This design comes from an exercise in tuning for small area and a short achievable clock period on the open sky130 flow, not from production work. RTL that was checked went through simulation tests only; none was proved equivalent to the original. Power is estimated from default activity; no workload was simulated.

// dacSubsystem
module dacSubsystem (
  input  logic             ck933,
  input  logic             rstN,
  input  logic             nCs,
  input  logic             nWe,
  input  logic             nRd,
  input  hostBusPkg::addrT addr,
  input  hostBusPkg::dataT wrData,
  output hostBusPkg::dataT rdData,
  input  dspPkg::sampleT   sample0,
  input  dspPkg::sampleT   sample1,
  input  dspPkg::sampleT   sample2,
  input  logic             sampleEn0,
  input  logic             sampleEn1,
  input  logic             sampleEn2,
  output logic             sclk,
  output logic             dacNCs0,
  output logic             dacNCs1,
  output logic             dacNCs2,
  output logic             sdioOut,
  output logic             sdioOe,
  input  logic             sdioIn,
  output dspPkg::dacWordT  dacWord0,
  output dspPkg::dacWordT  dacWord1,
  output dspPkg::dacWordT  dacWord2,
  output logic             dacRst,
  output logic             bsyncNLock,
  output logic             demodNLock
);
For scale: about 3700 cells after synthesis, about 160 I/O pins, about 24000 sq um of cells after synthesis.
clock: 6.0 ns
lec_check: 0
abc_area: 1
cap_margin: 20
core_margin: 2
core_utilization: 40
cts_cluster_diameter: 80
cts_cluster_size: 22
setup_slack_margin: 3.8
slew_margin: 20
standard.sh (not shown) runs the stock make flow with config.mk's settings and CLKGATE_MAP_FILE= SYNTH_SCRIPT=/design/flow/synth_recipe.tcl, a recipe that flattens the netlist after the stock synthesis.
==> flow/flow/run.sh <==
#!/bin/bash
# Standard synthesis without the full/half-adder cell mapping (registers are unchanged), then
# the standard layout; the resizer may pick any cell of the same function (not only one with
# the same footprint), and the port buffers are plain buffers.
set -euo pipefail
bash standard.sh ADDER_MAP_FILE= synth > synth.log 2>&1
bash standard.sh ADDER_MAP_FILE= MATCH_CELL_FOOTPRINT=0 "BUFFER_PORTS_ARGS=-buffer_cell sky130_fd_sc_hd__buf_1" finish > layout.log 2>&1
Change:
--- a/flow/config.mk
+++ b/flow/config.mk
@@ -14 +14 @@
-export SETUP_SLACK_MARGIN = 3.8
+export SETUP_SLACK_MARGIN = 3.6
Utilization falls by 6.1 points.
Via count falls by 4.7%.
Global-route usage falls by 0.21 points.
Clock-buffer cell count is unchanged.
Clock power rises by about 8%.
No functional check of the RTL was part of any run of this note.

dacSubsystem, a different RTL version from the one above (not shown whole).
Size: roughly 3700 cells after synthesis, roughly 160 I/O pins.
==> flow/config.mk <==
export PLATFORM = sky130hd
export DESIGN_NAME = dacSubsystem
export DESIGN_NICKNAME = dacSubsystem
export VERILOG_FILES = /design/flow/design.v
export SDC_FILE = /design/flow/constraint.sdc
export NUM_CORES = 4
export LEC_CHECK = 0
export ABC_AREA = 1
export CAP_MARGIN = 20
export CORE_MARGIN = 2
export CORE_UTILIZATION = 40
export SETUP_SLACK_MARGIN = 2.8
export SLEW_MARGIN = 20
==> flow/constraint.sdc <==
create_clock -name core_clock -period 6.0 [get_ports {ck933}]
set_input_delay 1.2000 -clock core_clock [delete_from_list [all_inputs] [get_ports {ck933}]]
set_output_delay 1.2000 -clock core_clock [all_outputs]
set_load 0.01 [all_outputs]
Scripts as last shown in full above: flow/flow/run.sh
Rerun with:
Settings changed: SETUP_SLACK_MARGIN 2.8 to 3.3.
After rerunning: Sequential cell count is unchanged. Final cell count stays flat. Register-to-register slack improved by 0.32 ns. Sequential share of layout area went down by 0.29 points. Clock-buffer cell count went down by 4. Global-route usage went up by 0.36 points. Die area is unchanged. Setup slack improved by 0.50 ns.
Rerun with:
Settings changed: SETUP_SLACK_MARGIN 3.3 to 3.7.
Routed wire length came out higher by 4.0%.
Global-route usage barely changes.
Sequential power barely changes.
Rerun with:
==> flow/run.sh (new file) <==
#!/bin/bash
# synth_recipe.tcl (not shown) runs the flow's synth.tcl, then flattens the netlist and writes it again
# the make line also repeats each setting of config.mk as NAME=value (left out here)
make -C /OpenROAD-flow-scripts/flow DESIGN_CONFIG=/design/flow/config.mk WORK_HOME=/design/flow/orfs CLKGATE_MAP_FILE= SYNTH_SCRIPT=/design/flow/synth_recipe.tcl finish
Settings changed: SETUP_SLACK_MARGIN 3.7 to 2.8.
removed: flow/flow/run.sh
removed: flow/standard.sh
Critical path depth came out higher by 15.
Area after synthesis shrinks by 1.9%.
Sequential share of layout area increases by 0.72 points.
Global-route usage stays flat.
Non-clock buffer count shrinks by 25.
Clock-buffer cell count came out higher by 5.
Fmax went down by 23%.
Utilization goes down by 0.77 points.
Routed wire length shrinks by 4.8%.
Final cell count decreases by 14%.

==> what the ideal ports hide <==
Ports are ideal in the flow. The routed layouts listed here were re-timed in OpenROAD.
Step 1, drivers: a clkbuf_16 drives ck933 and a buf_2 each remaining input, both assumed.
Step 2 times the ports against the registers' clock, not the clock port: input delays grow and output delays shrink by t, the midpoint of the rising clock arrivals with the driver on.
Three values: ideal, step 1, step 2; two values: the first two.
run	t, ns	slack for setup (ns)	worst setup path at the end	worst data-port slew with drivers (ns)	pins driven straight from the clock port
the first run of note 1	0.645	3.675 / 3.625 / 3.009	input to register	0.11	1
the second run of note 1	0.657	3.576 / 3.563 / 2.959	input to register	0.10	1
the first run of note 2	0.628	2.850 / 2.885 / 2.257	input to register	0.13	1
the second run of note 2	0.641	3.346 / 3.383 / 2.742	input to register	0.11	1
the third run of note 2	0.651	3.554 / 3.491 / 3.005	input to register	0.09	1
the fourth run of note 2	0.636	2.805 / 2.840 / 2.204	input to register	0.11	1
After both steps setup and hold are still met in every run listed. For the first run of note 1, which loses most, drivers alone change the setup slack by -0.050 ns; drivers and shift together by -0.666 ns.
